Background: an optimization exercise with open tools, aiming at small area. Do not read the settings as production practice. Function was checked by simulation only, so behaviour that the tests miss may differ from the original.

===== design.v =====
module pito_irq_router #(
  parameter int NUM_HARTS    = 8,
  parameter int N_SRC        = 8,
  parameter int DATA_W       = 32,
  parameter int Q_DEPTH      = 4,
  parameter int DROP_ON_FULL = 0,
  parameter int HART_W       = (NUM_HARTS > 1) ? $clog2(NUM_HARTS) : 1
) (
  input  logic                                    clk,
  input  logic                                    rst,
  input  logic [N_SRC-1:0]                        src_valid,
  input  logic [N_SRC*HART_W-1:0]                 src_hart_id,
  input  logic [N_SRC*DATA_W-1:0]                 src_data,
  output logic [N_SRC-1:0]                        src_ready,
  output logic [NUM_HARTS-1:0]                    irq_pending,
  output logic [NUM_HARTS*DATA_W-1:0]             irq_data,
  input  logic [NUM_HARTS-1:0]                    irq_ack,
  output logic [NUM_HARTS*($clog2(Q_DEPTH)+1)-1:0] irq_count,
  output logic [NUM_HARTS-1:0]                    irq_overflow,
  input  logic [NUM_HARTS-1:0]                    ovf_clr,
  output logic                                    bad_hart
);
  localparam int PW = $clog2(Q_DEPTH);
  localparam int CW = PW + 1;
  localparam int SW = (N_SRC > 1) ? $clog2(N_SRC) : 1;
  localparam logic [HART_W:0] NH_LIM = (HART_W+1)'(NUM_HARTS);
  logic [HART_W-1:0] hid       [N_SRC];
  logic [DATA_W-1:0] sdat      [N_SRC];
  logic [N_SRC-1:0]  bad_req;
  logic [SW-1:0]     rr_ptr    [NUM_HARTS];
  logic [PW-1:0]     wp        [NUM_HARTS];
  logic [PW-1:0]     rp        [NUM_HARTS];
  logic [CW-1:0]     cnt       [NUM_HARTS];
  logic [DATA_W-1:0] mem       [NUM_HARTS][Q_DEPTH];
  logic [NUM_HARTS-1:0] gnt, full, push, pop, drop;
  logic [SW-1:0]        gnt_src   [NUM_HARTS];
  logic [DATA_W-1:0]    push_data [NUM_HARTS];
  always_comb begin
    for (int unsigned s = 0; s < N_SRC; s++) begin
      hid[s]     = src_hart_id[s*HART_W +: HART_W];
      sdat[s]    = src_data[s*DATA_W +: DATA_W];
      bad_req[s] = src_valid[s] && ({1'b0, hid[s]} >= NH_LIM);
    end
  end
  always_comb begin
    int unsigned idx;
    idx = 0;
    for (int unsigned h = 0; h < NUM_HARTS; h++) begin
      gnt[h]     = 1'b0;
      gnt_src[h] = '0;
      full[h]    = (cnt[h] == CW'(Q_DEPTH));
      for (int unsigned i = 0; i < N_SRC; i++) begin
        idx = (32'(rr_ptr[h]) + i) % N_SRC;
        if (!gnt[h] && src_valid[idx] && (hid[idx] == HART_W'(h))) begin
          gnt[h]     = 1'b1;
          gnt_src[h] = SW'(idx);
        end
      end
      push[h]      = gnt[h] && !full[h];
      drop[h]      = gnt[h] && full[h] && (DROP_ON_FULL != 0);
      pop[h]       = irq_ack[h] && (cnt[h] != '0);
      push_data[h] = sdat[gnt_src[h]];
    end
  end
  always_comb begin
    src_ready = '0;
    if (!rst) begin
      for (int unsigned s = 0; s < N_SRC; s++)
        src_ready[s] = bad_req[s];
      for (int unsigned h = 0; h < NUM_HARTS; h++)
        if (gnt[h] && (!full[h] || (DROP_ON_FULL != 0)))
          src_ready[gnt_src[h]] = 1'b1;
    end
  end
  always_ff @(posedge clk or posedge rst) begin
    if (rst) begin
      for (int unsigned h = 0; h < NUM_HARTS; h++) begin
        rr_ptr[h] <= '0;
        wp[h]     <= '0;
        rp[h]     <= '0;
        cnt[h]    <= '0;
      end
      irq_overflow <= '0;
      bad_hart     <= 1'b0;
    end else begin
      for (int unsigned h = 0; h < NUM_HARTS; h++) begin
        if (push[h]) wp[h] <= wp[h] + 1'b1;
        if (pop[h])  rp[h] <= rp[h] + 1'b1;
        cnt[h] <= cnt[h] + CW'(push[h]) - CW'(pop[h]);
        if (gnt[h])
          rr_ptr[h] <= (gnt_src[h] == SW'(N_SRC-1)) ? '0 : gnt_src[h] + 1'b1;
        if (drop[h])         irq_overflow[h] <= 1'b1;
        else if (ovf_clr[h]) irq_overflow[h] <= 1'b0;
      end
      if (|bad_req) bad_hart <= 1'b1;
    end
  end
  always_ff @(posedge clk) begin
    for (int unsigned h = 0; h < NUM_HARTS; h++)
      if (push[h]) mem[h][wp[h]] <= push_data[h];
  end
  always_comb begin
    for (int unsigned h = 0; h < NUM_HARTS; h++) begin
      irq_pending[h]               = (cnt[h] != '0);
      irq_data[h*DATA_W +: DATA_W] = (cnt[h] != '0) ? mem[h][rp[h]] : '0;
      irq_count[h*CW +: CW]        = cnt[h];
    end
  end
endmodule
module irq_router_top (
  input  logic         clk,
  input  logic         rst,
  input  logic [7:0]   src_valid,
  input  logic [23:0]  src_hart_id,
  input  logic [255:0] src_data,
  output logic [7:0]   src_ready,
  output logic [5:0]   irq_pending,
  output logic [191:0] irq_data,
  input  logic [5:0]   irq_ack,
  output logic [17:0]  irq_count,
  output logic [5:0]   irq_overflow,
  input  logic [5:0]   ovf_clr,
  output logic         bad_hart
);
  pito_irq_router #(
    .NUM_HARTS   (6),
    .N_SRC       (8),
    .DATA_W      (32),
    .Q_DEPTH     (4),
    .DROP_ON_FULL(1)
  ) u_router (
    .clk         (clk),
    .rst         (rst),
    .src_valid   (src_valid),
    .src_hart_id (src_hart_id),
    .src_data    (src_data),
    .src_ready   (src_ready),
    .irq_pending (irq_pending),
    .irq_data    (irq_data),
    .irq_ack     (irq_ack),
    .irq_count   (irq_count),
    .irq_overflow(irq_overflow),
    .ovf_clr     (ovf_clr),
    .bad_hart    (bad_hart)
  );
endmodule

===== run.sh =====
#!/bin/bash
# synth_recipe.tcl (not shown) runs the flow's synth.tcl, then flattens the netlist and writes it again
# the make line also repeats each setting of config.mk as NAME=value (left out here)
make -C /OpenROAD-flow-scripts/flow DESIGN_CONFIG=/design/flow/config.mk WORK_HOME=/design/flow/orfs CLKGATE_MAP_FILE= SYNTH_SCRIPT=/design/flow/synth_recipe.tcl finish

===== config.mk =====
export PLATFORM = sky130hd
export DESIGN_NAME = irq_router_top
export DESIGN_NICKNAME = irq_router_top
export VERILOG_FILES = /design/flow/design.v
export SDC_FILE = /design/flow/constraint.sdc
export NUM_CORES = 4
export LEC_CHECK = 0
export CAP_MARGIN = 20
export CORE_MARGIN = 2
export CORE_UTILIZATION = 35
export SLEW_MARGIN = 20

===== constraint.sdc =====
create_clock -name core_clock -period 10.0 [get_ports {clk}]
set_input_delay 2.0000 -clock core_clock [delete_from_list [all_inputs] [get_ports {clk}]]
set_output_delay 2.0000 -clock core_clock [all_outputs]
set_load 0.01 [all_outputs]

==> run_results.csv <==
group,metric,value,unit
logic_synthesis,avgSynthCellArea,11.9,sq um
global_route,grt_pass1_vias,43659,
routing,wl_per_cell,33.2,um
clock_network,clk_pin_slew,0.06,ns
worst_setup_path,cp-end-kind,"output pin",
clock_network,post_cts_buffers,0,
cells_and_area,final_cells,7179,
sta,timing.hold.ws,0.477,ns
worst_setup_path,critical_path_class,"in2out",
sta,hold_violations,0,
sta,slew_violations,0,
sta,post-route-period-util,98.5,%
flow_run,drv_cap,0,
clock_network,cts_resized,0,
logic_synthesis,synth-adder-area-share,3.31,%
routing,num_vias,46599,
logic_synthesis,muxShareOfSynthArea,19.8,%
clock_network,cts_tree,"done",
hold_path,hold_path.class,"reg2reg",
sta,max_freq,102,MHz
outcome,outcome,"complete, no violations",
logic_synthesis,synth_edf_count,768,
clock_network,cts_buffers,95,
logic_synthesis,netlist_instances,4603,
routing,drt_iter0_markers,8353,
logic_synthesis,synth_top_cell_by_area,"edfxtp_1",
cells_and_area,final_util,42.4,%
logic_synthesis,synth_xor_area_share,0.907,%
logic_synthesis,synth_area,54600,sq um
logic_synthesis,ys_types,103,
sta,min_period,9.85,ns
placed_design,portBuffers,532,
worst_setup_path,cp_slowest_cell,"clkdlybuf4s50_1",
logic_synthesis,synth-simple-area-share,9.62,%
global_route,gr-usage-met1,37.2,%
sta,setup_viol,0,
clock_network,cts_num_sinks,835,
logic_synthesis,synth_compound_area_share,16.9,%
floorplan,rows,145,
logic_synthesis,ys_ff_latch,835,
worst_setup_path,path_cells,"clkdlybuf4s50_1 -> nor3_1 -> buf_4 -> a211o_1 -> o2111ai_1 -> or4_1 -> o32ai_1 -> a211oi_1 -> o22ai_1 -> inv_1 -> ha_1 -> ha_2 -> nor2b_1 -> nor3b_1 -> a32o_1 -> a41oi_1 -> a41oi_1 -> buf_4 -> clkdlybuf4s50_1",
sta,fin_skew,0.0891,ns
sta,tightest_slew,1.26,ns
clock_network,clock_path_buffers,3,
sta,rsz0062_at_grt,"false",
placed_design,place.gp.congestion,0.926,
logic_synthesis,yosys.cell_count.top_type,"edfxtp_1",
sta,setup_tns,0,ns
global_route,grt_pass1_wl,333,mm
routing,finalWirelength,238,mm
placed_design,dp_hpwl,164,mm
logic_synthesis,synth_fp_nets,5046,
floorplan,die_w,399,um
routing,post_drt_via_cell_ratio,6.49,
worst_setup_path,worstPathRequired,8.00,ns
routing,dr.pass1.iters,13,
global_route,grt_usage,28.8,%
routing,drc_errors,0,
logic_synthesis,yosys_warnings,9,
floorplan,pin_count,533,
logic_synthesis,netlist.area_leader.share,42.2,%
global_route,grt_use_met2,42.0,%
global_route,grt_busiest_layer,"met2",
cells_and_area,area_growth,20.6,%
floorplan,core_area,156000,sq um
cells_and_area,fin_area,65900,sq um
logic_synthesis,synth_top_cells_by_count,"768 x edfxtp_1, 317 x nand2_1, 313 x clkbuf_1",
worst_setup_path,worstPathArrival,7.85,ns
worst_setup_path,cp_max_fo,13,
worst_setup_path,cpPeakStageDelay,0.77,ns
global_route,met3_usage,11.7,%
global_route,grt_overflow,0,
cells_and_area,num-nets-final,5450,
logic_synthesis,synth_top_family_by_area,"multiplexers",
logic_synthesis,async_flop_share,8.02,%
routing,detail-route-antenna-nets,0,
floorplan,die_height,399,um
clock_network,hold_buffers,0,
worst_setup_path,cpLargestDelayFamily,"buffers and inverters",
logic_synthesis,synthFlopType,"edfxtp_1",
floorplan,start_util,35.1,%
global_route,grt_max_degree,67,
clock_network,htreeDepth,3,
sta,max_slew_margin,16.0,%
logic_synthesis,seq_area_frac_synth,45.3,%
clock_network,clk_latency,0.74,ns
clock_network,cts_root_buf,"clkbuf_16",
global_route,antenna_found_initial,108,
placed_design,placed_area,62700,sq um
placed_design,place_inst,6968,
logic_synthesis,synth.area.top_cells,"edfxtp_1 42%, mux4_2 9.7%, mux2_2 5.6%",
worst_setup_path,crit_path_start_kind,"primary input",
floorplan,die_area,159000,sq um
worst_setup_path,critPathBufInv,5,
cells_and_area,drive_above_1_share,19.6,%
[path summary, 6_finish.rpt]
kind	startpoint	endpoint	slack (ns)	cells past startpoint
min reg2reg	u_router.rp[4][0]	u_router.rp[4][0]	0.48	1
max reg2reg	u_router.rr_ptr[3][0]	u_router.mem[12][30]	2.31	19
max	src_hart_id[2]	src_ready[0]	0.15	19
min in group asynchronous	rst	u_router.cnt[1][1]	2.02	2
min	u_router.rp[4][0]	u_router.rp[4][0]	0.48	1
max in group asynchronous	rst	u_router.rp[4][0]	6.79	3
[placed cells by master (no fill, tap or decap), drive strengths merged, types with 185 or more instances in the layout]
master and instances:
mux4 235, edfxtp 768, mux2 432, and2 234, a22oi 185, nor2 249
a222oi 233, buf 233, nand2 317, clkdlybuf4s50 532
[sequential cells by signal, indices dropped and copies added (netlist names)]
register and cells:
u_router.rr_ptr 18, u_router.cnt 18, u_router.rp 12, u_router.irq_overflow 6, u_router.bad_hart 1, u_router.wp 12, u_router.mem 768
[cell families after synthesis]
family / count (synthesis)
xor+xnor: 54
flops: 835
buf+inv: 561
mux: 734
fa+ha+maj: 141
compound gates: 1213
simple gates: 1065
[through the flow]
stage | worst slack (ns)
after global placement | 0.469
final | 0.155
after detailed placement | 0.439
after global routing | 0.00711
after CTS | 0.407
after floorplan | 2.10
[layer usage]
| layer | vias up | share of wire [%] |
|---|---|---|
| met3 | 708 | 14 |
| met1 | 23088 | 38 |
| li1 | 19379 | - |
| met4 | 114 | 5.5 |
| met5 | - | 0.34 |
| met2 | 3310 | 42 |
[worst reg2reg max path, stage by stage, from the launching register on]
cell and delay [ns]:
dfrtp_1 0.85, inv_1 0.23, ha_1 0.64, a222oi_1 0.51
nor2_1 0.07, a221o_1 0.31, a32oi_1 0.50, o221ai_1 0.25
and3b_1 0.23, or4_1 0.52, o311ai_4 0.18, buf_4 0.94
ha_2 0.85, nor3_1 0.14, nand2_2 0.13, buf_12 0.33
nand2_1 0.10, a21oi_1 0.29, a21oi_1 0.17, buf_4 0.18
[cell type report]
cell class	instances	area, sq um
clock buffers	120	2520
inverters	103	390
multi-input cells	3207	27800
diodes	36	90.1
fillers	14566	89700
clock inverters	55	616
flip-flops and latches	835	24700
well taps	2058	2570
repair buffers	765	7210

[port drivers added, routing unchanged]
Ports are ideal in the flow. The routed layout listed here was re-timed in OpenROAD. Step 1 sets driving cells, clkbuf_16 on the clock port and buf_2 on the other inputs (assumed; they add their load-dependent delay and slew). Step 2 also shifts input and output timing later by t, the mid clock arrival at the registers, as if the neighbouring blocks saw the same clock. a / b / c = no drivers / after step 1 / after step 2; a / b = the first two.
t, ns: 0.783
setup WS [ns]: 0.155 / 0.127 / 0.127
worst register clock-pin slew, ns: 0.07 / 0.07
After both steps this run still meets setup and hold. For this run, drivers alone change the setup slack by -0.028 ns; drivers and shift together by -0.028 ns.
